Background: an optimization exercise with open tools, aiming at small area, a short achievable clock period and few clock cycles per item. Do not read the settings as production practice. RTL that was checked went through simulation tests only; none was proved equivalent to the original. The RTL of runs 3 to 5 was laid out without a check of its function. Power figures rest on the tool's default switching activity, not on a simulated workload.

==> design.v <==
`timescale 1ns / 1ps
package dmwq_pkg;
  localparam int CAP_W = 5;
  localparam int CFG_IDX_W = 2;
  localparam logic [CFG_IDX_W-1:0] CFG_MODE     = 2'd0;
  localparam logic [CFG_IDX_W-1:0] CFG_CAPACITY = 2'd1;
  localparam logic             MODE_LINEAR   = 1'b0;
  localparam logic             MODE_CIRCULAR = 1'b1;
  localparam logic [CAP_W-1:0] CAP_RESET     = 5'd16;
  localparam logic [1:0] KIND_ENQUEUE = 2'd0;
  localparam logic [1:0] KIND_DEQUEUE = 2'd1;
  localparam logic [1:0] KIND_LOOKUP  = 2'd2;
  typedef enum logic [2:0] {
    ST_OK    = 3'd0,
    ST_FULL  = 3'd1,
    ST_NONE  = 3'd2,
    ST_RANGE = 3'd3,
    ST_UNSUP = 3'd4
  } status_t;
  function automatic logic [CAP_W-1:0] eff_cap(input logic [CAP_W-1:0] raw,
                                               input logic [CAP_W-1:0] cap_max);
    eff_cap = raw;
    if (raw == '0) begin
      eff_cap = CAP_W'(1);
    end else if (raw > cap_max) begin
      eff_cap = cap_max;
    end
  endfunction
endpackage
`timescale 1ns / 1ps
module dmwq_ram #(
  parameter int WIDTH = 32,
  parameter int DEPTH = 16
) (
  input  logic             clk,
  input  logic             clr,
  input  logic [DEPTH-1:0] we_row,
  input  logic [WIDTH-1:0] wdata,
  input  logic [DEPTH-1:0] rsel,
  output logic [WIDTH-1:0] rdata
);
  logic [WIDTH-1:0] mem [DEPTH];
  logic [WIDTH-1:0] wdata_c;
  assign wdata_c = wdata & {WIDTH{!clr}};
  always_ff @(posedge clk) begin
    for (int i = 0; i < DEPTH; i++) begin
      if (clr || we_row[i]) begin
        mem[i] <= wdata_c;
      end
    end
  end
  always_comb begin
    rdata = '0;
    for (int i = 0; i < DEPTH; i++) begin
      rdata = rdata | (mem[i] & {WIDTH{rsel[i]}});
    end
  end
endmodule
module dmwq_rowsel #(
  parameter int DEPTH = 16,
  localparam int AW = (DEPTH > 1) ? $clog2(DEPTH) : 1
) (
  input  logic             in_valid,
  input  logic [1:0]       kind,
  input  logic [AW-1:0]    position,
  input  logic [DEPTH-1:0] wr_row,
  input  logic [DEPTH-1:0] sk_row,
  input  logic [DEPTH-1:0] deq_row,
  input  logic [DEPTH-1:0] lkp_row,
  output logic [DEPTH-1:0] we_row,
  output logic [DEPTH-1:0] rsel
);
  logic is_enq;
  logic is_deq;
  logic is_lkp;
  assign is_enq = (kind == dmwq_pkg::KIND_ENQUEUE);
  assign is_deq = (kind == dmwq_pkg::KIND_DEQUEUE);
  assign is_lkp = (kind == dmwq_pkg::KIND_LOOKUP);
  always_comb begin
    for (int i = 0; i < DEPTH; i++) begin
      we_row[i] = in_valid && is_enq && wr_row[i];
      rsel[i]   = sk_row[i] || (is_deq && deq_row[i]) ||
                  (is_lkp && lkp_row[i] && (position == AW'(i)));
    end
  end
endmodule
`timescale 1ns / 1ps
module dual_mode_word_queue #(
  parameter int DEPTH      = 16,
  parameter int WORD_WIDTH = 32
) (
  input  logic                           clk,
  input  logic                           rst,
  input  logic                           cfg_we,
  input  logic [dmwq_pkg::CFG_IDX_W-1:0] cfg_index,
  input  logic [dmwq_pkg::CAP_W-1:0]     cfg_data,
  input  logic                           in_valid,
  output logic                           in_ready,
  input  logic [1:0]                     kind,
  input  logic [WORD_WIDTH-1:0]          data_word,
  input  logic [3:0]                     position,
  output logic                           out_valid,
  input  logic                           out_ready,
  output logic [2:0]                     status,
  output logic [WORD_WIDTH-1:0]          read_word,
  output logic [dmwq_pkg::CAP_W-1:0]     count,
  output logic                           full_res,
  output logic                           empty_res
);
  localparam int CW      = dmwq_pkg::CAP_W;
  localparam int AW      = $clog2(DEPTH);
  localparam int CAP_MAX = (DEPTH < (2 ** CW) - 1) ? DEPTH : (2 ** CW) - 1;
  logic          mode;
  logic [CW-1:0] cap;
  logic [CW-1:0] front;
  logic [CW-1:0] wptr;
  logic [CW-1:0] elem_count;
  logic          clr;
  logic          full_f;
  logic          deq_f;
  logic          rearm_f;
  logic          cz_f;
  logic          sk_v;
  logic [2:0]    sk_status;
  logic [CW-1:0] sk_count;
  logic          sk_full;
  logic          sk_empty;
  logic          sk_re;
  logic [AW-1:0] sk_addr;
  logic          is_enq;
  logic          is_deq;
  logic          is_lkp;
  logic          enq_ok;
  logic          deq_ok;
  logic          deq_rearm;
  logic          pos_in;
  logic [CW-1:0] cnt_inc;
  logic [CW-1:0] cnt_dec;
  logic [CW-1:0] wptr_inc;
  logic [CW-1:0] front_inc;
  logic          enq_full;
  logic          cnt_one;
  logic          deq_deq;
  logic          deq_rearm_n;
  logic [2:0]    step_status;
  logic [CW-1:0] count_next;
  logic          step_re;
  logic [AW-1:0] rd_addr;
  logic          step_full;
  logic          step_empty;
  logic          accept;
  logic          s2_free;
  logic          in_ready_r;
  logic          sk_v_next;
  logic          cfg_hit;
  logic [DEPTH-1:0]      wr_row;
  logic [DEPTH-1:0]      sk_row;
  logic [DEPTH-1:0]      deq_row;
  logic [DEPTH-1:0]      lkp_row;
  logic [DEPTH-1:0]      we_row;
  logic [DEPTH-1:0]      rsel;
  logic [WORD_WIDTH-1:0] ram_rdata;
  assign in_ready  = in_ready_r;
  assign accept    = in_valid && in_ready_r;
  assign s2_free   = !out_valid || out_ready;
  assign sk_v_next = sk_v ? !out_ready : (accept && !s2_free);
  assign cfg_hit   = cfg_we && (cfg_index == dmwq_pkg::CFG_MODE ||
                                cfg_index == dmwq_pkg::CFG_CAPACITY);
  assign is_enq    = (kind == dmwq_pkg::KIND_ENQUEUE);
  assign is_deq    = (kind == dmwq_pkg::KIND_DEQUEUE);
  assign is_lkp    = (kind == dmwq_pkg::KIND_LOOKUP);
  assign enq_ok    = is_enq && !full_f;
  assign deq_ok    = is_deq && deq_f;
  assign deq_rearm = is_deq && rearm_f;
  assign pos_in    = ({1'b0, position} < cap);
  always_comb begin
    cnt_inc   = elem_count + CW'(1);
    cnt_dec   = elem_count - CW'(1);
    wptr_inc  = wptr + CW'(1);
    front_inc = front + CW'(1);
    if (mode == dmwq_pkg::MODE_CIRCULAR && wptr_inc == cap) begin
      wptr_inc = '0;
    end
    if (mode == dmwq_pkg::MODE_CIRCULAR && front_inc == cap) begin
      front_inc = '0;
    end
    enq_full    = (cnt_inc == cap);
    cnt_one     = (elem_count == CW'(1));
    deq_deq     = (mode == dmwq_pkg::MODE_CIRCULAR) ? !cnt_one
                                                    : ((front + CW'(1)) < wptr);
    deq_rearm_n = (mode == dmwq_pkg::MODE_LINEAR) && ((front + CW'(1)) == cap);
  end
  always_comb begin
    step_status = dmwq_pkg::ST_OK;
    step_re     = 1'b0;
    rd_addr     = front[AW-1:0];
    count_next  = elem_count;
    step_full   = full_f;
    step_empty  = cz_f;
    case (kind)
      dmwq_pkg::KIND_ENQUEUE: begin
        if (full_f) begin
          step_status = dmwq_pkg::ST_FULL;
        end else begin
          count_next = cnt_inc;
          step_full  = enq_full;
          step_empty = 1'b0;
        end
      end
      dmwq_pkg::KIND_DEQUEUE: begin
        if (rearm_f) begin
          step_status = dmwq_pkg::ST_NONE;
          count_next  = '0;
          step_full   = 1'b0;
          step_empty  = 1'b1;
        end else if (!deq_f) begin
          step_status = dmwq_pkg::ST_NONE;
        end else begin
          step_re = 1'b1;
          if (mode == dmwq_pkg::MODE_CIRCULAR) begin
            count_next = cnt_dec;
            step_full  = 1'b0;
            step_empty = cnt_one;
          end
        end
      end
      dmwq_pkg::KIND_LOOKUP: begin
        rd_addr = position;
        if (mode != dmwq_pkg::MODE_LINEAR) begin
          step_status = dmwq_pkg::ST_UNSUP;
        end else if (cz_f) begin
          step_status = dmwq_pkg::ST_NONE;
        end else if (!pos_in) begin
          step_status = dmwq_pkg::ST_RANGE;
        end else begin
          step_re = 1'b1;
        end
      end
      default: begin
        step_status = dmwq_pkg::ST_UNSUP;
      end
    endcase
  end
  always_comb begin
    for (int i = 0; i < DEPTH; i++) begin
      wr_row[i]  = in_ready_r && !full_f && (wptr[AW-1:0] == AW'(i));
      sk_row[i]  = sk_v && sk_re && (sk_addr == AW'(i));
      deq_row[i] = !sk_v && deq_f && (front[AW-1:0] == AW'(i));
      lkp_row[i] = !sk_v && (mode == dmwq_pkg::MODE_LINEAR) && !cz_f && (CW'(i) < cap);
    end
  end
  dmwq_rowsel #(
    .DEPTH(DEPTH)
  ) u_rowsel (
    .in_valid(in_valid),
    .kind    (kind),
    .position(position),
    .wr_row  (wr_row),
    .sk_row  (sk_row),
    .deq_row (deq_row),
    .lkp_row (lkp_row),
    .we_row  (we_row),
    .rsel    (rsel)
  );
  dmwq_ram #(
    .WIDTH(WORD_WIDTH),
    .DEPTH(DEPTH)
  ) u_store (
    .clk   (clk),
    .clr   (clr),
    .we_row(we_row),
    .wdata (data_word),
    .rsel  (rsel),
    .rdata (ram_rdata)
  );
  always_ff @(posedge clk) begin
    if (rst) begin
      clr        <= 1'b1;
      sk_v       <= 1'b0;
      out_valid  <= 1'b0;
      in_ready_r <= 1'b0;
      mode       <= dmwq_pkg::MODE_CIRCULAR;
      cap        <= dmwq_pkg::eff_cap(dmwq_pkg::CAP_RESET, CW'(CAP_MAX));
      front      <= '0;
      wptr       <= '0;
      elem_count <= '0;
      full_f     <= 1'b0;
      deq_f      <= 1'b0;
      rearm_f    <= 1'b0;
      cz_f       <= 1'b1;
    end else begin
      clr <= 1'b0;
      if (sk_v) begin
        if (out_ready) begin
          status    <= sk_status;
          read_word <= ram_rdata;
          count     <= sk_count;
          full_res  <= sk_full;
          empty_res <= sk_empty;
        end
      end else if (accept) begin
        if (s2_free) begin
          status    <= step_status;
          read_word <= ram_rdata;
          count     <= count_next;
          full_res  <= step_full;
          empty_res <= step_empty;
          out_valid <= 1'b1;
        end else begin
          sk_status <= step_status;
          sk_count  <= count_next;
          sk_full   <= step_full;
          sk_empty  <= step_empty;
          sk_re     <= step_re;
          sk_addr   <= rd_addr;
        end
      end else if (out_ready) begin
        out_valid <= 1'b0;
      end
      sk_v       <= sk_v_next;
      in_ready_r <= !sk_v_next;
      if (cfg_hit) begin
        if (cfg_index == dmwq_pkg::CFG_MODE) begin
          mode <= cfg_data[0];
        end else begin
          cap <= dmwq_pkg::eff_cap(cfg_data, CW'(CAP_MAX));
        end
        front      <= '0;
        wptr       <= '0;
        elem_count <= '0;
        full_f     <= 1'b0;
        deq_f      <= 1'b0;
        rearm_f    <= 1'b0;
        cz_f       <= 1'b1;
      end else if (accept) begin
        if (enq_ok) begin
          wptr       <= wptr_inc;
          elem_count <= cnt_inc;
          full_f     <= enq_full;
          deq_f      <= 1'b1;
          cz_f       <= 1'b0;
        end else if (deq_rearm) begin
          front      <= '0;
          wptr       <= '0;
          elem_count <= '0;
          full_f     <= 1'b0;
          deq_f      <= 1'b0;
          rearm_f    <= 1'b0;
          cz_f       <= 1'b1;
        end else if (deq_ok) begin
          front      <= front_inc;
          deq_f      <= deq_deq;
          rearm_f    <= deq_rearm_n;
          if (mode == dmwq_pkg::MODE_CIRCULAR) begin
            elem_count <= cnt_dec;
            full_f     <= 1'b0;
            cz_f       <= cnt_one;
          end
        end
      end
    end
  end
endmodule
==> run.sh <==
#!/bin/bash
# synth_recipe.tcl (not shown) runs the flow's synth.tcl, then flattens the netlist and writes it again
# the make line also repeats each setting of config.mk as NAME=value (left out here)
make -C /OpenROAD-flow-scripts/flow DESIGN_CONFIG=/design/flow/config.mk WORK_HOME=/design/flow/orfs CLKGATE_MAP_FILE= SYNTH_SCRIPT=/design/flow/synth_recipe.tcl finish
==> config.mk <==
export PLATFORM = sky130hd
export DESIGN_NAME = dual_mode_word_queue
export DESIGN_NICKNAME = dual_mode_word_queue
export VERILOG_FILES = /design/flow/design.v
export SDC_FILE = /design/flow/constraint.sdc
export NUM_CORES = 4
export LEC_CHECK = 0
export ABC_CLOCK_PERIOD_IN_PS = 2000
export CAP_MARGIN = 20
export CORE_MARGIN = 2
export CORE_UTILIZATION = 40
export SETUP_SLACK_MARGIN = 2.7
export SLEW_MARGIN = 20
export SYNTH_HIERARCHICAL = 1
export SYNTH_MINIMUM_KEEP_SIZE = 0
==> constraint.sdc <==
create_clock -name core_clock -period 5.0 [get_ports {clk}]
set_input_delay 1.0000 -clock core_clock [delete_from_list [all_inputs] [get_ports {clk}]]
set_output_delay 1.0000 -clock core_clock [all_outputs]
set_load 0.01 [all_outputs]
==> results of run 1 <==
## registers in the layout (all words and copies together), names as in the netlist, 3 cells and up
register / flops
u_store.mem: 512
elem_count: 5
count: 5
read_word: 32
cap: 5
wptr: 5
sk_count: 5
front: 5
status: 3
sk_addr: 4
sk_status: 3
## kinds of logic (layout without fill, tap and decap cells)
kind of cell / Yosys count / after routing
xor gates and xnor gates: 22 / 22
AOI/OAI and AO/OA: 375 / 405
muxes: 10 / 10
and+or+nand+nor: 332 / 345
buffers and inverters: 109 / 361
adders and majority gates: 22 / 22
DFF: 598 / 598
## layer usage
metal	up-vias	part of all wire, %	GRT usage (%)	routed length, um
met5	-	0.016	0	13
met4	2	5.0	11.2	4040
met3	260	11	7.86	9270
met2	992	45	39.7	36700
met1	8046	38	33.8	31000
li1	6632	-	-	-
## cell usage in the layout, fill, tap and decap left out, drive strengths merged, types with 29 or more instances in the layout
cell,synthesis,layout
nand4,34,34
a221o,18,48
clkdlybuf4s50,0,42
a21oi,39,39
nand2,45,45
dfxtp,29,29
nor2b,38,39
buf,52,156
clkbuf,38,77
a22o,129,129
edfxtp,569,569
and2,51,51
nor2,58,58
a221oi,131,131
or2,20,30
## cell type report
| type | instances | area [um^2] | share of cell area, % |
|---|---|---|---|
| Sequential cell | 598 | 17700 | 57.0 |
| Timing Repair Buffer | 230 | 2540 | 8.19 |
| Multi-Input combinational cell | 804 | 7710 | 24.8 |
| Tap cell | 773 | 967 | 3.11 |
| Clock buffer | 71 | 1560 | 5.03 |
| Clock inverter | 41 | 483 | 1.55 |
| Inverter | 19 | 96.3 | 0.310 |
## what timing repair did
action	in CTS	in global routing
gates resized for setup	331	33
setup buffers	102	10
setup endpoints to repair	670	400
cloned	44	1
hold buffers	0	0
pin swaps	58	15
## report_power, final
group	switching, mW	internal [mW]	total [mW]
combinational	0.348	0.194	0.543
sequential	0.105	5.77	5.87
clock	1.93	2.76	4.69
total	2.38	8.72	11.1
## worst reg2reg max path: cells and delay by family (launching register included)
kind	cells	cell delay [ns]
AOI/OAI and AO/OA	4	1.13
DFF	1	0.39
and+or+nand+nor	3	0.55
buffers and inverters	1	0.15
## metrics by stage
| step | util [%] | hold slack [ns] | cells |
|---|---|---|---|
| floorplan | - | 0.483 | 1468 |
| global placement | 44.6 | 0.497 | 2265 |
| detailed placement | 44.6 | 0.508 | 2265 |
| CTS | 52.1 | 0.522 | 2523 |
| global route | 52.7 | 0.552 | 2536 |
| finish | 52.7 | 0.523 | 2536 |
## path summary, 6_finish.rpt
kind	start	to	slack, ns
min reg2reg	front[4]	front[4]	0.52
max reg2reg	cap[2]	read_word[12]	2.51
max	kind[1]	read_word[31]	2.48
min	front[4]	front[4]	0.52
==> results.py, run 1 <==
metrics = {
    "run_status": {
        "run_status": "timing/DRC/antenna clean",
    },
    "die": {
        "die_x_um": 248,
        "die_h_um": 248,
        "initial_core_util_pct": 40.5,
        "core.rowCount": 89,
        "fp.dieArea_um2": 61700,
        "core_area_um2": 59000,
        "ioPinCount": 94,
    },
    "sta": {
        "finalSetupViolations": 0,
        "slew_headroom_pct": 24.2,
        "clock.fmax_mhz": 397,
        "layout_setup_ws_ns": 2.48,
        "final_max_slew_viol_count": 0,
        "clock_skew_ns": 0.0252,
        "tightest_slew_ns": 1.14,
        "tns_ns": 0,
        "hold_violations": 0,
        "period_share_pct": 50.4,
        "fin_crit_ns": 2.52,
        "grt_setup_unrepaired": "yes",
    },
    "finish": {
        "fin_area_um2": 31100,
        "fill_cells": 4645,
        "n_antenna_cell": 0,
        "drive_gt1_share_pct": 32.6,
        "nets": 1785,
        "area_growth_pct": 30.1,
    },
    "logic_synthesis": {
        "synth_compound_area_share_pct": 12.9,
        "synth-xor-area-share_pct": 0.922,
        "synth_ff_type": "edfxtp_1",
        "syn_area_um2": 23900,
        "ys_top_cells_by_area": "edfxtp_1, a221oi_1, a22o_1",
        "yosysTopAreaCell": "edfxtp_1",
        "synth_mux_area_share_pct": 0.487,
        "synth_most_common_cell": "edfxtp_1",
        "yosysTopAreaCellShare_pct": 71.5,
        "synth_commonest_cells": "edfxtp_1, a221oi_1, a22o_1",
        "synth_edf_count": 569,
        "synth_cells": 1468,
        "postSynthAreaPerCell_um2": 16.3,
        "syn_nets": 1540,
        "synth-simple-area-share_pct": 7.87,
        "ys_seq_area_share_pct": 73.9,
        "synthAdderAreaFrac_pct": 1.15,
        "synth_top_family_by_area": "compound AO/OA/AOI/OAI gates",
        "synth_seq_cells": 598,
        "ys_warn_count": 10,
        "synthArstFlopShare_pct": 0,
        "synthDistinctLibCells": 71,
    },
    "place": {
        "pre_cts_ws_ns": 0.868,
        "place_area_um2": 26300,
        "dp_hpwl_mm": 33.9,
        "io_buffers": 93,
        "gp_congestion": 0.860,
    },
    "routing": {
        "wl_per_cell_um": 31.9,
        "viasPerCell": 6.28,
        "ant_nets": 0,
        "num_vias": 15932,
        "wirelength_mm": 81.0,
        "drc": 0,
        "drtIter0Drc": 2151,
        "drt_pass1_iterations": 6,
    },
    "grt": {
        "grt_overflow": 0,
        "grt_pass1_wl_mm": 115,
        "antenna_found_initial": 1,
        "grt_pass1_vias": 15553,
        "grt_start_max_net_pins": 43,
        "grt_usage_pct": 25.8,
    },
    "cts": {
        "cts_sinks": 598,
        "htreeDepth": 2,
        "clockRootBuffer": "clkbuf_16",
        "clockBufferDepth": 3,
        "clock_latency_ns": 0.64,
        "cts_tree": "yes",
        "clkTransAtPathRegs_ns": 0.06,
        "cts_buffers": 60,
    },
    "hold_path": {
        "hold_path_depth": 1,
        "hold_path.class": "reg -> reg",
    },
    "power": {
        "ir_worst_vdd_mv": 0.254,
        "p_total_mw": 11.1,
        "leakage_nw": 11.2,
        "power_density_nw_per_um2": 357,
    },
    "worst_setup_path": {
        "path_class": "in -> reg",
        "critPathBufInv": 3,
        "crit_chain": "buf_8 -> nor4b_4 -> buf_4 -> buf_4 -> a221o_4 -> a22o_1 -> a221oi_2 -> nand4_1",
        "worstSetupStartpointType": "primary input",
        "critPathCaptureType": "flip-flop",
        "critPathArrivalTime_ns": 2.88,
        "path_delay_family": "compound AO/OA/AOI/OAI gates",
        "slowest_stage": "a221o_4",
        "crit_top_cell": "buf_4",
        "critPathRequiredTime_ns": 5.36,
        "path_depth": 8,
        "worstPathMaxFanout": 11,
        "worst-r2r-cell-count": 8,
        "critPathMaxStageDelay_ns": 0.52,
    },
    "run": {
        "drv_cap": 0,
    },
}
Testbench counts, summed over its fixed seeds: cycles 10,851, items 10,787.
==> inputs of run 2 (changes only) <==
--- a/config.mk
+++ b/config.mk
@@ -11,3 +11,3 @@
 export CORE_UTILIZATION = 40
-export SETUP_SLACK_MARGIN = 2.7
+export SETUP_SLACK_MARGIN = 2.9
 export SLEW_MARGIN = 20
==> results.py, run 2 <==
metrics = {
    "grt": {
        "grt_overflow": 0,
        "grt_start_max_net_pins": 47,
        "grt_pass1_wl_mm": 116,
        "antenna_found_initial": 2,
        "grt_usage_pct": 26.3,
        "grt_pass1_vias": 15593,
    },
    "cts": {
        "clkTransAtPathRegs_ns": 0.06,
        "cts_tree": "yes",
        "htreeDepth": 2,
        "clock_latency_ns": 0.65,
        "clockBufferDepth": 3,
        "cts_buffers": 59,
        "clockRootBuffer": "clkbuf_16",
        "cts_sinks": 598,
    },
    "sta": {
        "clock.fmax_mhz": 386,
        "slew_headroom_pct": 24.9,
        "tightest_slew_ns": 1.12,
        "whs_ns": 0.536,
        "clock_skew_ns": 0.0249,
        "layout_setup_ws_ns": 2.41,
        "hold_violations": 0,
        "final_max_slew_viol_count": 0,
        "finalSetupViolations": 0,
        "grt_setup_unrepaired": "yes",
        "period_share_pct": 51.8,
        "tns_ns": 0,
        "fin_crit_ns": 2.59,
    },
    "finish": {
        "regArea_um2": 17700,
        "regMostFlops": "u_store.mem",
        "drive_gt1_share_pct": 37.3,
        "final_common_cell": "edfxtp_1",
        "fin_area_um2": 31600,
        "stdcell_count": 2557,
        "reg_top3": "u_store.mem: 512 flops, read_word: 32 flops",
        "fin_util_pct": 53.5,
        "nets": 1804,
        "fill_cells": 4568,
        "area_growth_pct": 32.1,
        "multi_input_area_um2": 8020,
        "largest_reg_flops": 512,
        "final_cell_mix": "edfxtp_1, a22o_1, a221oi_2, buf_12, buf_4",
    },
    "power": {
        "power_density_nw_per_um2": 344,
        "ir_worst_vdd_mv": 0.293,
        "p_total_mw": 10.8,
        "leakage_nw": 11.4,
    },
    "routing": {
        "drc": 0,
        "drtIter0Drc": 2395,
        "wl_per_cell_um": 32.8,
        "num_vias": 16274,
        "drt_pass1_iterations": 8,
        "viasPerCell": 6.36,
        "wirelength_mm": 83.8,
        "ant_nets": 0,
    },
    "logic_synthesis": {
        "synth_edf_count": 569,
        "synth_most_common_cell": "edfxtp_1",
        "ys_seq_area_share_pct": 73.9,
        "syn_nets": 1540,
        "synthArstFlopShare_pct": 0,
        "synthDistinctLibCells": 71,
        "yosysTopAreaCell": "edfxtp_1",
        "yosysTopAreaCellShare_pct": 71.5,
        "postSynthAreaPerCell_um2": 16.3,
        "synth_commonest_cells": "edfxtp_1, a221oi_1, a22o_1",
        "syn_area_um2": 23900,
        "synth_seq_cells": 598,
        "ys_top_cells_by_area": "edfxtp_1, a221oi_1, a22o_1",
        "synth_ff_type": "edfxtp_1",
        "ys_warn_count": 10,
        "synth_cells": 1468,
    },
    "worst_setup_path": {
        "path_class": "reg -> reg",
        "worst-r2r-cell-count": 7,
        "r2r_slack_ns": 2.41,
        "worstSetupStartpointType": "flip-flop",
        "reg2reg_to": "read_word[7]",
        "worstPathMaxFanout": 8,
        "critPathRequiredTime_ns": 5.50,
        "critPathCaptureType": "flip-flop",
        "critPathArrivalTime_ns": 3.08,
        "reg2reg_from": "sk_v",
    },
    "place": {
        "pre_cts_ws_ns": 0.978,
        "dp_hpwl_mm": 34.3,
        "place_area_um2": 26300,
        "dp.cells": 2258,
        "gp_congestion": 0.841,
        "io_buffers": 93,
    },
    "die": {
        "fp.dieArea_um2": 61700,
        "core_area_um2": 59000,
        "ioPinCount": 94,
        "initial_core_util_pct": 40.5,
        "die_h_um": 248,
        "die_x_um": 248,
        "core.rowCount": 89,
    },
    "hold_path": {
        "hold_path_depth": 1,
        "min_from": "front[4]",
        "hold_path.class": "reg -> reg",
        "hold_end": "front[4]",
    },
    "run": {
        "drv_cap": 0,
    },
    "run_status": {
        "run_status": "timing/DRC/antenna clean",
    },
}
run 2: layout make-up:
cell class / instances / share of cell area (%)
clock inverter: 37 / 1.09
antenna: 1 / 0.00793
inverter: 19 / 0.321
sequential: 598 / 56.1
tap: 773 / 3.06
timing repair buffer: 245 / 9.14
clock buffer: 75 / 4.87
multi-input combinational: 809 / 25.4
run 2: report_power, final:
| part | total, mW | internal, mW | switching [mW] | leakage, nW |
|---|---|---|---|---|
| combinational | 0.610 | 0.238 | 0.371 | 4.41 |
| clock | 4.36 | 2.44 | 1.93 | 0.907 |
| sequential | 5.87 | 5.77 | 0.109 | 6.07 |
run 2: critical path, stage by stage (launching register included):
cell and delay (ns):
dfxtp_4 0.39, or3_4 0.44, a21oi_2 0.14, nor3b_4 0.60
a221o_4 0.47, a22o_1 0.25, a221oi_4 0.05, nand4_1 0.09
run 2: kinds of logic after synthesis:
| family | Yosys count | synth area share, % |
|---|---|---|
| AO/OA/AOI/OAI | 375 | 12.9 |
| multiplexers | 10 | 0.487 |
| flip-flops | 598 | 73.9 |
| buffers and inverters | 109 | 2.69 |
| adder cells (fa/ha/maj) | 22 | 1.15 |
| AND/OR/NAND/NOR | 332 | 7.87 |
| XOR/XNOR | 22 | 0.922 |
run 2: timing repair:
item / in CTS / in global routing
buffers inserted: 117 / 21
endpoints found under the hold margin: 0 / 0
cloned: 48 / 0
pin swaps: 63 / 45
gates resized for setup: 392 / 79
endpoints found under the setup margin: 718 / 756
hold buffers: 0 / 0
run 2: how the worst max path moves through the flow:
stage,from,to,slack (ns),cells after the start
after detailed placement,kind[0],read_word[29],0.98,6
after floorplan,kind[0],read_word[0],2.36,8
final,sk_v,read_word[7],2.41,7
after global routing,sk_v,read_word[10],2.40,9
after CTS,sk_v,read_word[7],2.51,8
after global placement,kind[0],read_word[25],1.03,6
run 2: per-layer routing:
| metal | wire length [um] | vias to the layer above | track usage [%] | share of wire (%) |
|---|---|---|---|---|
| met3 | 10400 | 274 | 8.91 | 12 |
| met5 | 12 | - | 0 | 0.014 |
| met2 | 37100 | 1119 | 39.5 | 44 |
| li1 | - | 6662 | - | - |
| met4 | 4800 | 2 | 13.0 | 5.7 |
| met1 | 31500 | 8217 | 34.2 | 38 |
==> inputs of run 3 (changes only) <==
--- a/design.v
+++ b/design.v
@@ -66,4 +66,4 @@
   input  logic [DEPTH-1:0] wr_row,
-  input  logic [DEPTH-1:0] sk_row,
-  input  logic [DEPTH-1:0] deq_row,
+  input  logic             sk_v,
+  input  logic [DEPTH-1:0] reg_row,
   input  logic [DEPTH-1:0] lkp_row,
@@ -81,3 +81,3 @@
       we_row[i] = in_valid && is_enq && wr_row[i];
-      rsel[i]   = sk_row[i] || (is_deq && deq_row[i]) ||
+      rsel[i]   = ((sk_v || is_deq) && reg_row[i]) ||
                   (is_lkp && lkp_row[i] && (position == AW'(i)));
@@ -113,3 +113,3 @@
   logic          mode;
-  logic [CW-1:0] cap;
+  logic [AW-1:0] capm1;
   logic [CW-1:0] front;
@@ -124,5 +124,2 @@
   logic [2:0]    sk_status;
-  logic [CW-1:0] sk_count;
-  logic          sk_full;
-  logic          sk_empty;
   logic          sk_re;
@@ -156,4 +153,5 @@
   logic [DEPTH-1:0]      wr_row;
-  logic [DEPTH-1:0]      sk_row;
-  logic [DEPTH-1:0]      deq_row;
+  logic [DEPTH-1:0]      reg_row;
+  logic                  reg_re;
+  logic [AW-1:0]         reg_addr;
   logic [DEPTH-1:0]      lkp_row;
@@ -174,3 +172,3 @@
   assign deq_rearm = is_deq && rearm_f;
-  assign pos_in    = ({1'b0, position} < cap);
+  assign pos_in    = (position <= capm1);
   always_comb begin
@@ -180,9 +178,9 @@
     front_inc = front + CW'(1);
-    if (mode == dmwq_pkg::MODE_CIRCULAR && wptr_inc == cap) begin
+    if (mode == dmwq_pkg::MODE_CIRCULAR && wptr == CW'(capm1)) begin
       wptr_inc = '0;
     end
-    if (mode == dmwq_pkg::MODE_CIRCULAR && front_inc == cap) begin
+    if (mode == dmwq_pkg::MODE_CIRCULAR && front == CW'(capm1)) begin
       front_inc = '0;
     end
-    enq_full    = (cnt_inc == cap);
+    enq_full    = (elem_count == CW'(capm1));
     cnt_one     = (elem_count == CW'(1));
@@ -190,3 +188,3 @@
                                                     : ((front + CW'(1)) < wptr);
-    deq_rearm_n = (mode == dmwq_pkg::MODE_LINEAR) && ((front + CW'(1)) == cap);
+    deq_rearm_n = (mode == dmwq_pkg::MODE_LINEAR) && (front == CW'(capm1));
   end
@@ -243,2 +241,4 @@
   end
+  assign reg_re   = sk_v ? sk_re : deq_f;
+  assign reg_addr = sk_v ? sk_addr : front[AW-1:0];
   always_comb begin
@@ -246,5 +246,4 @@
       wr_row[i]  = in_ready_r && !full_f && (wptr[AW-1:0] == AW'(i));
-      sk_row[i]  = sk_v && sk_re && (sk_addr == AW'(i));
-      deq_row[i] = !sk_v && deq_f && (front[AW-1:0] == AW'(i));
-      lkp_row[i] = !sk_v && (mode == dmwq_pkg::MODE_LINEAR) && !cz_f && (CW'(i) < cap);
+      reg_row[i] = reg_re && (reg_addr == AW'(i));
+      lkp_row[i] = !sk_v && (mode == dmwq_pkg::MODE_LINEAR) && !cz_f && (AW'(i) <= capm1);
     end
@@ -258,4 +257,4 @@
     .wr_row  (wr_row),
-    .sk_row  (sk_row),
-    .deq_row (deq_row),
+    .sk_v    (sk_v),
+    .reg_row (reg_row),
     .lkp_row (lkp_row),
@@ -282,3 +281,3 @@
       mode       <= dmwq_pkg::MODE_CIRCULAR;
-      cap        <= dmwq_pkg::eff_cap(dmwq_pkg::CAP_RESET, CW'(CAP_MAX));
+      capm1      <= AW'(dmwq_pkg::eff_cap(dmwq_pkg::CAP_RESET, CW'(CAP_MAX)) - CW'(1));
       front      <= '0;
@@ -296,5 +295,5 @@
           read_word <= ram_rdata;
-          count     <= sk_count;
-          full_res  <= sk_full;
-          empty_res <= sk_empty;
+          count     <= elem_count;
+          full_res  <= full_f;
+          empty_res <= cz_f;
         end
@@ -310,5 +309,2 @@
           sk_status <= step_status;
-          sk_count  <= count_next;
-          sk_full   <= step_full;
-          sk_empty  <= step_empty;
           sk_re     <= step_re;
@@ -325,3 +321,3 @@
         end else begin
-          cap <= dmwq_pkg::eff_cap(cfg_data, CW'(CAP_MAX));
+          capm1 <= AW'(dmwq_pkg::eff_cap(cfg_data, CW'(CAP_MAX)) - CW'(1));
         end
--- a/config.mk
+++ b/config.mk
@@ -11,3 +11,3 @@
 export CORE_UTILIZATION = 40
-export SETUP_SLACK_MARGIN = 2.9
+export SETUP_SLACK_MARGIN = 2.7
 export SLEW_MARGIN = 20
==> results.py, run 3 <==
metrics = {
    "run_status": {
        "run_status": "timing/DRC/antenna clean",
    },
    "worst_setup_path": {
        "critPathArrivalTime_ns": 3.00,
        "critPathMaxStageDelay_ns": 0.38,
        "reg2reg_from": "sk_v",
        "worstSetupStartpointType": "flip-flop",
        "path_delay_family": "compound AO/OA/AOI/OAI gates",
        "reg2reg_to": "read_word[29]",
        "critPathCaptureType": "flip-flop",
        "path_class": "reg -> reg",
        "worstPathMaxFanout": 8,
        "crit_chain": "buf_12 -> clkinvlp_4 -> buf_6 -> nor3b_2 -> a31oi_2 -> nor2_2 -> a32o_4 -> clkbuf_16 -> a22o_1 -> a221oi_2 -> nand4_1",
        "critPathBufInv": 4,
        "slowest_stage": "a32o_4",
        "worst-r2r-cell-count": 11,
        "critPathRequiredTime_ns": 5.34,
        "r2r_slack_ns": 2.34,
    },
    "sta": {
        "period_share_pct": 53.2,
        "tightest_slew_ns": 1.23,
        "tns_ns": 0,
        "whs_ns": 0.485,
        "finalSetupViolations": 0,
        "clock_skew_ns": 0.0268,
        "slew_headroom_pct": 17.7,
        "grt_setup_unrepaired": "yes",
        "hold_violations": 0,
        "final_max_slew_viol_count": 0,
        "fin_crit_ns": 2.66,
        "clock.fmax_mhz": 376,
    },
    "logic_synthesis": {
        "synth_seq_cells": 590,
        "ys_warn_count": 10,
        "synthArstFlopShare_pct": 0,
        "synth_compound_area_share_pct": 13.4,
        "syn_nets": 1491,
        "synthAdderAreaFrac_pct": 1.13,
        "syn_area_um2": 23300,
        "yosysTopAreaCellShare_pct": 72.5,
        "synth_most_common_cell": "edfxtp_1",
        "synth_cells": 1420,
        "synth_top_family_by_area": "compound AO/OA/AOI/OAI gates",
        "postSynthAreaPerCell_um2": 16.4,
        "ys_seq_area_share_pct": 74.9,
        "synth_commonest_cells": "edfxtp_1, a22o_1, a221oi_1",
        "synth-xor-area-share_pct": 0.715,
        "synth_edf_count": 562,
        "synth_mux_area_share_pct": 0.328,
        "synth_ff_type": "edfxtp_1",
        "synthDistinctLibCells": 67,
        "ys_top_cells_by_area": "edfxtp_1, a22o_1, a221oi_1",
        "synth-simple-area-share_pct": 6.84,
        "yosysTopAreaCell": "edfxtp_1",
    },
    "grt": {
        "grt_usage_pct": 22.9,
        "antenna_found_initial": 0,
        "grt_pass1_vias": 14440,
        "grt_start_max_net_pins": 34,
        "grt_pass1_wl_mm": 99.7,
        "grt_overflow": 0,
    },
    "finish": {
        "reg_top3": "u_store.mem: 512 flops, read_word: 32 flops",
        "area_growth_pct": 28.4,
        "n_antenna_cell": 0,
        "largest_reg_flops": 512,
        "final_common_cell": "edfxtp_1",
        "final_cell_mix": "edfxtp_1, a22o_1, a221oi_2, buf_12, nor2_1",
        "multi_input_area_um2": 6750,
        "fill_cells": 4601,
        "nets": 1718,
        "regMostFlops": "u_store.mem",
        "drive_gt1_share_pct": 29.5,
        "regArea_um2": 17400,
    },
    "cts": {
        "htreeDepth": 2,
        "postCtsHoldBufs": 0,
        "cts_tree": "yes",
        "clockBufferDepth": 3,
        "cts_buffers": 60,
        "cts_sinks": 590,
        "clkTransAtPathRegs_ns": 0.06,
        "clock_latency_ns": 0.64,
        "clockRootBuffer": "clkbuf_16",
    },
    "die": {
        "die_x_um": 245,
        "die_h_um": 245,
        "core.rowCount": 88,
        "core_area_um2": 57600,
        "fp.dieArea_um2": 60200,
        "ioPinCount": 94,
        "initial_core_util_pct": 40.4,
    },
    "place": {
        "gp_congestion": 0.832,
        "dp_hpwl_mm": 34.1,
        "io_buffers": 93,
    },
    "routing": {
        "wirelength_mm": 70.5,
        "drtIter0Drc": 1729,
        "wl_per_cell_um": 28.7,
        "drc": 0,
        "ant_nets": 0,
        "viasPerCell": 6.03,
        "num_vias": 14824,
        "drt_pass1_iterations": 5,
    },
    "power": {
        "p_total_mw": 10.6,
        "leakage_nw": 10.6,
        "ir_worst_vdd_mv": 0.261,
        "power_density_nw_per_um2": 355,
    },
    "hold_path": {
        "hold_path_depth": 2,
        "hold_end": "wptr[4]",
        "min_from": "wptr[4]",
        "hold_path.class": "reg -> reg",
    },
    "run": {
        "drv_cap": 0,
    },
}
[run 3: cell count changes after synthesis, sizes merged, moves of 7 or more]
| cell | previous run | this run |
|---|---|---|
| a21oi | 39 | 28 |
| a221o | 18 | 0 |
| a32o | 1 | 16 |
| and2 | 51 | 21 |
| and3b | 9 | 0 |
| clkbuf | 38 | 31 |
| edfxtp | 569 | 562 |
| nand2b | 16 | 8 |
| nor2 | 58 | 78 |
| o21ai | 20 | 32 |
[run 3: layout make-up]
type / instances / share of cell area [%]
clock buffers: 78 / 5.32
clock inverters: 29 / 0.770
inverters: 22 / 0.330
multi-input cells: 741 / 22.6
flip-flops and latches: 590 / 58.3
well taps: 765 / 3.20
repair buffers: 232 / 9.49
[run 3: repair_timing]
item | 4_1_cts | 5_1_grt
setup buffers | 81 | 23
endpoints found under the setup margin | 618 | 367
cloned | 19 | 4
pin swaps | 26 | 47
resized for setup | 269 | 34
[run 3: worst max-delay path by stage]
stage | start | end | slack (ns) | cells after the start
finish | sk_v | read_word[29] | 2.34 | 11
detailed placement | kind[1] | read_word[30] | 1.07 | 7
global placement | kind[1] | read_word[30] | 1.14 | 7
floorplan | kind[1] | read_word[10] | 2.48 | 8
CTS | sk_v | read_word[9] | 2.46 | 11
global route | sk_v | read_word[3] | 2.34 | 11
[run 3: layer usage]
layer	up-vias	track usage (%)	part of all wire, %
li1	6355	-	-
met1	7525	30.5	40
met2	796	36.2	47
met3	148	6.45	10
met4	0	7.77	2.9
met5	-	0	0
[run 3: worst register-to-register path, cell delays in order (launching register included)]
cell	delay [ns]
dfxtp_2	0.33
buf_12	0.13
clkinvlp_4	0.20
buf_6	0.13
nor3b_2	0.04
a31oi_2	0.30
nor2_2	0.09
a32o_4	0.38
clkbuf_16	0.21
a22o_1	0.21
a221oi_2	0.19
nand4_1	0.17
[run 3: kinds of logic (layout without fill, tap and decap cells)]
kind of cell    after synthesis  after routing
flops                       590            590
compound gates              382            389
simple gates                294            305
buf+inv                     107            361
fa+ha+maj                    21             21
xor+xnor                     19             19
mux                           7              7
[run 3: per-stage QoR]
step / instance area (um^2) / worst slack [ns] / utilization (%) / instances
3_3_place_gp: 25800 / 1.14 / 44.7 / 2223
6_report: 29900 / 2.34 / 51.9 / 2457
5_1_grt: 29900 / 2.34 / 51.9 / 2457
2_1_floorplan: 24100 / 2.48 / - / 1420
3_5_place_dp: 25800 / 1.07 / 44.7 / 2223
4_1_cts: 29300 / 2.46 / 50.9 / 2430
[run 3: power by group]
| group | internal [mW] | total, mW | switching, mW |
|---|---|---|---|
| Clock | 2.38 | 4.26 | 1.88 |
| Combinational | 0.207 | 0.554 | 0.347 |
| Sequential | 5.70 | 5.80 | 0.106 |
==> inputs of run 4 (changes only) <==
--- a/config.mk
+++ b/config.mk
@@ -11,3 +11,3 @@
 export CORE_UTILIZATION = 40
-export SETUP_SLACK_MARGIN = 2.7
+export SETUP_SLACK_MARGIN = 2.5
 export SLEW_MARGIN = 20
==> results.py, run 4 <==
metrics = {
    "logic_synthesis": {
        "synthDistinctLibCells": 67,
        "synth_commonest_cells": "edfxtp_1, a22o_1, a221oi_1",
        "synth_cells": 1420,
        "yosysTopAreaCellShare_pct": 72.5,
        "postSynthAreaPerCell_um2": 16.4,
        "yosysTopAreaCell": "edfxtp_1",
        "ys_top_cells_by_area": "edfxtp_1, a22o_1, a221oi_1",
        "synth_edf_count": 562,
        "synthArstFlopShare_pct": 0,
        "synth_most_common_cell": "edfxtp_1",
        "ys_seq_area_share_pct": 74.9,
        "synth_ff_type": "edfxtp_1",
        "ys_warn_count": 10,
        "synth_seq_cells": 590,
        "syn_nets": 1491,
        "syn_area_um2": 23300,
    },
    "finish": {
        "stdcell_count": 2428,
        "nets": 1683,
        "final_common_cell": "edfxtp_1",
        "n_antenna_cell": 0,
        "area_growth_pct": 26.4,
        "drive_gt1_share_pct": 26.1,
        "largest_reg_flops": 512,
        "fill_cells": 4664,
        "fin_area_um2": 29400,
        "regMostFlops": "u_store.mem",
        "final_cell_mix": "edfxtp_1, a22o_1, a221oi_2, nor2_1, clkbuf_16",
        "reg_top3": "u_store.mem: 512 flops, read_word: 32 flops",
    },
    "sta": {
        "clock.fmax_mhz": 377,
        "period_share_pct": 53.0,
        "final_max_slew_viol_count": 0,
        "clock_skew_ns": 0.0225,
        "grt_setup_unrepaired": "yes",
        "hold_violations": 0,
        "finalSetupViolations": 0,
        "tightest_slew_ns": 1.14,
        "slew_headroom_pct": 24.0,
        "tns_ns": 0,
        "fin_crit_ns": 2.65,
    },
    "worst_setup_path": {
        "crit_chain": "buf_12 -> clkinvlp_4 -> buf_6 -> and3_4 -> o21ai_4 -> nor2_2 -> a32o_4 -> buf_12 -> buf_16 -> a22o_1 -> a221oi_2 -> nand4_1",
        "critPathArrivalTime_ns": 3.02,
        "worstSetupStartpointType": "flip-flop",
        "crit_top_cell": "buf_12",
        "reg2reg_to": "read_word[18]",
        "critPathCaptureType": "flip-flop",
        "critPathMaxStageDelay_ns": 0.34,
        "worstPathMaxFanout": 8,
        "worst-r2r-cell-count": 12,
        "reg2reg_from": "sk_v",
        "path_class": "reg -> reg",
        "slowest_stage": "dfxtp_2",
        "r2r_slack_ns": 2.35,
        "critPathRequiredTime_ns": 5.37,
    },
    "grt": {
        "met2_usage_pct": 36.1,
        "grt_start_max_net_pins": 49,
        "grtUsageMet3_pct": 3.69,
        "use_met1_pct": 29.0,
        "grt_usage_pct": 21.5,
        "grt_pass1_wl_mm": 95.2,
        "grt_overflow": 0,
        "grt-busiest-layer": "met2",
        "grt_pass1_vias": 14155,
        "antenna_found_initial": 2,
    },
    "hold_path": {
        "hold_path.class": "reg -> reg",
        "hold_end": "wptr[4]",
        "min_from": "wptr[4]",
        "hold_path_depth": 2,
    },
    "cts": {
        "cts_sinks": 590,
        "htreeDepth": 2,
        "cts_tree": "yes",
        "clock_latency_ns": 0.63,
        "cts_buffers": 60,
        "clockRootBuffer": "clkbuf_16",
        "clockBufferDepth": 3,
        "clkTransAtPathRegs_ns": 0.06,
    },
    "routing": {
        "drt_pass1_iterations": 5,
        "wirelength_mm": 66.8,
        "drc": 0,
        "ant_nets": 0,
        "wl_per_cell_um": 27.5,
        "viasPerCell": 5.90,
        "drtIter0Drc": 1512,
        "num_vias": 14321,
    },
    "power": {
        "p_switching_mw": 2.28,
        "power_density_nw_per_um2": 366,
        "leakage_nw": 10.5,
        "swShare_pct": 21.1,
        "pwr-share-seq_pct": 53.9,
        "power.internal_mw": 8.49,
        "pwr-share-clk_pct": 42.0,
        "ir_worst_vdd_mv": 0.317,
        "pwr-share-comb_pct": 4.2,
        "p_total_mw": 10.8,
    },
    "place": {
        "place_area_um2": 25800,
        "dp.cells": 2235,
        "gp_congestion": 0.865,
        "dp_hpwl_mm": 35.5,
        "io_buffers": 93,
    },
    "run": {
        "drv_cap": 0,
    },
    "die": {
        "core.rowCount": 88,
        "fp.dieArea_um2": 60200,
        "die_h_um": 245,
        "ioPinCount": 94,
        "die_x_um": 245,
        "core_area_um2": 57600,
        "initial_core_util_pct": 40.4,
    },
    "run_status": {
        "run_status": "timing/DRC/antenna clean",
    },
}
[run 4: cell counts after synthesis]
Identical to the previous run, type by type.
[run 4: timing repair]
action | in CTS | in global routing
endpoints found under the setup margin | 638 | 205
cloned | 9 | 5
resized for setup | 161 | 47
pin swaps | 75 | 46
hold buffers | 0 | 0
buffers inserted | 54 | 12
[run 4: stage by stage]
stage	hold WS (ns)	setup WS, ns	util [%]
2_1_floorplan	0.450	2.46	-
3_3_place_gp	0.460	1.12	44.9
3_5_place_dp	0.474	1.07	44.9
4_1_cts	0.480	2.36	50.3
5_1_grt	0.514	2.27	51.1
6_report	0.480	2.35	51.1
[run 4: area by class of cell]
type                       count  area [um^2]  area share, %
clock buffer                  72         1550           5.25
clock inverter                41          445           1.51
inverter                      22         98.8          0.336
multi-input combinational    729         6640           22.6
sequential                   590        17400           59.3
tap                          765          957           3.25
timing repair buffer         209         2300           7.81
[run 4: power by group through the flow]
stage | Combinational, mW | Sequential (mW) | Clock [mW]
final | 0.447 | 5.80 | 4.52
after global routing | 0.477 | 5.82 | 4.79
after CTS | 0.436 | 5.80 | 4.60
after detailed placement | 0.411 | 5.90 | 0
after global placement | 0.402 | 5.89 | 0
after floorplan | 0.213 | 5.87 | 0
[run 4: how the worst max path moves through the flow]
stage | from | end | cells after the start
floorplan | kind[1] | read_word[10] | 8
global placement | kind[1] | read_word[15] | 8
detailed placement | kind[1] | read_word[2] | 8
CTS | sk_v | read_word[5] | 12
global route | sk_v | read_word[20] | 12
finish | sk_v | read_word[18] | 12
[run 4: kinds of logic (layout without fill, tap and decap cells)]
group | count (synthesis) | count (layout) | synth area share (%)
mux | 7 | 7 | 0.328
simple gates | 294 | 294 | 6.84
compound gates | 382 | 388 | 13.4
flops | 590 | 590 | 74.9
buf+inv | 107 | 344 | 2.76
xor+xnor | 19 | 19 | 0.715
fa+ha+maj | 21 | 21 | 1.13
[run 4: critical path: cells and delay by family (launching register included)]
| family | cells | cell delay (ns) |
|---|---|---|
| and+or+nand+nor | 3 | 0.36 |
| buffers and inverters | 5 | 0.77 |
| AOI/OAI and AO/OA | 4 | 0.92 |
| DFF | 1 | 0.34 |
[run 4: metal layers]
layer	wire length (um)	share of wire, %
met1	28200	42
met2	32400	49
met3	4440	6.6
met4	1670	2.5
met5	0	0
==> inputs of run 5 (changes only) <==
--- a/design.v
+++ b/design.v
@@ -38,3 +38,4 @@
   input  logic [WIDTH-1:0] wdata,
-  input  logic [DEPTH-1:0] rsel,
+  input  logic [DEPTH-1:0] rsel_lo,
+  input  logic [DEPTH-1:0] rsel_hi,
   output logic [WIDTH-1:0] rdata
@@ -54,3 +55,3 @@
     for (int i = 0; i < DEPTH; i++) begin
-      rdata = rdata | (mem[i] & {WIDTH{rsel[i]}});
+      rdata = rdata | (mem[i] & {{(WIDTH - WIDTH / 2){rsel_hi[i]}}, {(WIDTH / 2){rsel_lo[i]}}});
     end
@@ -158,3 +159,4 @@
   logic [DEPTH-1:0]      we_row;
-  logic [DEPTH-1:0]      rsel;
+  logic [DEPTH-1:0]      rsel_lo;
+  logic [DEPTH-1:0]      rsel_hi;
   logic [WORD_WIDTH-1:0] ram_rdata;
@@ -252,3 +254,3 @@
     .DEPTH(DEPTH)
-  ) u_rowsel (
+  ) u_rowsel_lo (
     .in_valid(in_valid),
@@ -261,3 +263,16 @@
     .we_row  (we_row),
-    .rsel    (rsel)
+    .rsel    (rsel_lo)
+  );
+  dmwq_rowsel #(
+    .DEPTH(DEPTH)
+  ) u_rowsel_hi (
+    .in_valid(in_valid),
+    .kind    (kind),
+    .position(position),
+    .wr_row  (wr_row),
+    .sk_v    (sk_v),
+    .reg_row (reg_row),
+    .lkp_row (lkp_row),
+    .we_row  (),
+    .rsel    (rsel_hi)
   );
@@ -271,3 +286,4 @@
     .wdata (data_word),
-    .rsel  (rsel),
+    .rsel_lo(rsel_lo),
+    .rsel_hi(rsel_hi),
     .rdata (ram_rdata)
--- a/config.mk
+++ b/config.mk
@@ -11,3 +11,3 @@
 export CORE_UTILIZATION = 40
-export SETUP_SLACK_MARGIN = 2.5
+export SETUP_SLACK_MARGIN = 2.7
 export SLEW_MARGIN = 20
==> results.py, run 5 <==
metrics = {
    "grt": {
        "grt_pass1_vias": 14469,
        "grt_overflow": 0,
        "grt_usage_pct": 23.0,
        "antenna_found_initial": 0,
        "grt_pass1_wl_mm": 101,
        "grt_start_max_net_pins": 54,
    },
    "cts": {
        "clock_latency_ns": 0.64,
        "cts_tree": "yes",
        "cts_sinks": 590,
        "postCtsHoldBufs": 0,
        "cts_buffers": 60,
        "clockBufferDepth": 3,
        "htreeDepth": 2,
        "clkTransAtPathRegs_ns": 0.06,
        "clockRootBuffer": "clkbuf_16",
    },
    "hold_path": {
        "hold_path_depth": 2,
        "hold_path.class": "reg -> reg",
        "min_from": "wptr[4]",
        "hold_end": "wptr[4]",
    },
    "worst_setup_path": {
        "r2r_slack_ns": 2.46,
        "critPathArrivalTime_ns": 2.88,
        "path_delay_family": "compound AO/OA/AOI/OAI gates",
        "slowest_stage": "dfxtp_4",
        "path_class": "reg -> reg",
        "worstPathMaxFanout": 8,
        "crit_chain": "clkinvlp_4 -> buf_6 -> and3_4 -> o21ai_4 -> nor2_4 -> buf_4 -> a32o_4 -> a22o_1 -> a221oi_2 -> nand4_1",
        "reg2reg_to": "read_word[23]",
        "worstSetupStartpointType": "flip-flop",
        "worst-r2r-cell-count": 10,
        "critPathRequiredTime_ns": 5.34,
        "critPathBufInv": 3,
        "critPathMaxStageDelay_ns": 0.38,
        "reg2reg_from": "sk_v",
        "critPathCaptureType": "flip-flop",
    },
    "logic_synthesis": {
        "postSynthAreaPerCell_um2": 16.2,
        "ys_warn_count": 10,
        "syn_area_um2": 23700,
        "syn_nets": 1535,
        "synth_cells": 1464,
    },
    "sta": {
        "finalSetupViolations": 0,
        "final_max_slew_viol_count": 0,
        "clock.fmax_mhz": 394,
        "grt_setup_unrepaired": "yes",
        "fin_crit_ns": 2.54,
        "slew_headroom_pct": 24.6,
        "hold_violations": 0,
        "tns_ns": 0,
        "tightest_slew_ns": 1.13,
        "period_share_pct": 50.8,
        "clock_skew_ns": 0.0420,
        "whs_ns": 0.497,
    },
    "finish": {
        "stdcell_count": 2490,
        "nets": 1737,
        "reg_top3": "u_store.mem: 512 flops, read_word: 32 flops",
        "regMostFlops": "u_store.mem",
        "area_growth_pct": 27.5,
        "final_cell_mix": "edfxtp_1, a22o_1, a221oi_2, nor2_1, clkbuf_16",
        "final_common_cell": "edfxtp_1",
        "drive_gt1_share_pct": 30.6,
        "n_antenna_cell": 0,
        "largest_reg_flops": 512,
        "fin_util_pct": 51.5,
    },
    "routing": {
        "viasPerCell": 5.95,
        "drt_pass1_iterations": 6,
        "ant_nets": 0,
        "wl_per_cell_um": 28.5,
        "drc": 0,
        "num_vias": 14826,
        "wirelength_mm": 70.9,
        "drtIter0Drc": 1802,
    },
    "run": {
        "drv_cap": 0,
    },
    "place": {
        "dp_hpwl_mm": 37.4,
        "io_buffers": 93,
        "gp_congestion": 0.876,
        "dp.cells": 2262,
    },
    "die": {
        "core.rowCount": 89,
        "die_h_um": 248,
        "ioPinCount": 94,
        "die_x_um": 248,
        "initial_core_util_pct": 40.4,
        "fp.dieArea_um2": 61300,
        "core_area_um2": 58800,
    },
    "run_status": {
        "run_status": "timing/DRC/antenna clean",
    },
    "power": {
        "p_total_mw": 10.8,
        "leakage_nw": 10.7,
        "power_density_nw_per_um2": 357,
        "ir_worst_vdd_mv": 0.315,
    },
}
run 5: how the worst max path moves through the flow:
stage,end,from,depth (start not counted)
2_1_floorplan,read_word[11],kind[1],9
3_3_place_gp,read_word[30],kind[1],7
3_5_place_dp,read_word[30],kind[1],7
4_1_cts,read_word[30],sk_v,10
5_1_grt,read_word[8],sk_v,11
6_report,read_word[23],sk_v,10
run 5: per-stage QoR:
stage | worst slack [ns] | instance area [um^2]
after floorplan | 2.42 | 24400
after global placement | 0.888 | 25900
after detailed placement | 0.873 | 25900
after CTS | 2.55 | 29700
after global routing | 2.42 | 30300
final | 2.46 | 30300
run 5: where the power goes:
group	total (mW)	switching (mW)	internal (mW)
clock network	4.43	1.92	2.51
logic	0.560	0.359	0.201
registers	5.81	0.108	5.70
total	10.8	2.38	8.41
run 5: final cells by class:
class / count / area, um^2
tap: 773 / 967
timing repair buffer: 225 / 2640
fill: 4820 / 28500
clock inverter: 45 / 408
inverter: 23 / 119
clock buffer: 68 / 1530
sequential: 590 / 17500
multi-input combinational: 766 / 7140
run 5: repair_timing:
| action | 4_1_cts | 5_1_grt |
|---|---|---|
| buffers inserted | 71 | 21 |
| setup endpoints to repair | 652 | 287 |
| resized for setup | 347 | 48 |
| gates cloned | 21 | 2 |
| pin swaps | 78 | 48 |
run 5: tightest hold or removal path: cells and delay by family (launching register included):
family,cells,cell delay (ns)
compound gates,2,0.14
flops,1,0.31
run 5: routing by layer:
| metal | vias up | wire length (um) | track usage (%) |
|---|---|---|---|
| met5 | - | 0 | 0 |
| met4 | 0 | 1940 | 7.89 |
| met3 | 115 | 5360 | 2.80 |
| met2 | 666 | 33000 | 36.3 |
| met1 | 7589 | 30500 | 33.1 |
| li1 | 6456 | - | - |

-- port drivers added, routing unchanged --
How much do the figures lean on ideal ports? The routed layouts below were timed once more, with nothing changed but the port constraints. Step 1 assumes that a clkbuf_16 drives the clock port and a buf_2 every other input. Step 2 moves the port delays by t, midway between the first and last clock arrival at a register: inputs arrive t later, outputs are due t later. That takes back most of the time a late clock gives input paths. Three values: ideal ports, drivers, drivers and shift; two values: the first two.
run | shift t [ns] | slack for setup (ns) | hold slack, ns | latest minus earliest clock arrival (ns) | worst slew at a driven data input, ns
run 1 | 0.687 | 2.480 / 2.500 / 1.813 | 0.523 / 0.523 / 0.523 | 0.026 / 0.026 | 0.06
run 2 | 0.697 | 2.411 / 2.411 / 1.766 | 0.536 / 0.536 / 0.536 | 0.025 / 0.026 | 0.09
run 3 | 0.684 | 2.340 / 2.340 / 1.796 | 0.485 / 0.485 / 0.485 | 0.027 / 0.027 | 0.05
run 4 | 0.678 | 2.350 / 2.350 / 1.731 | 0.480 / 0.480 / 0.480 | 0.023 / 0.023 | 0.04
run 5 | 0.679 | 2.460 / 2.460 / 1.812 | 0.497 / 0.497 / 0.497 | 0.042 / 0.043 | 0.08
After both steps every run listed still meets setup and hold. The setup slack of run 1, which loses most, moves by +0.020 ns with the drivers and by -0.667 ns with both steps.
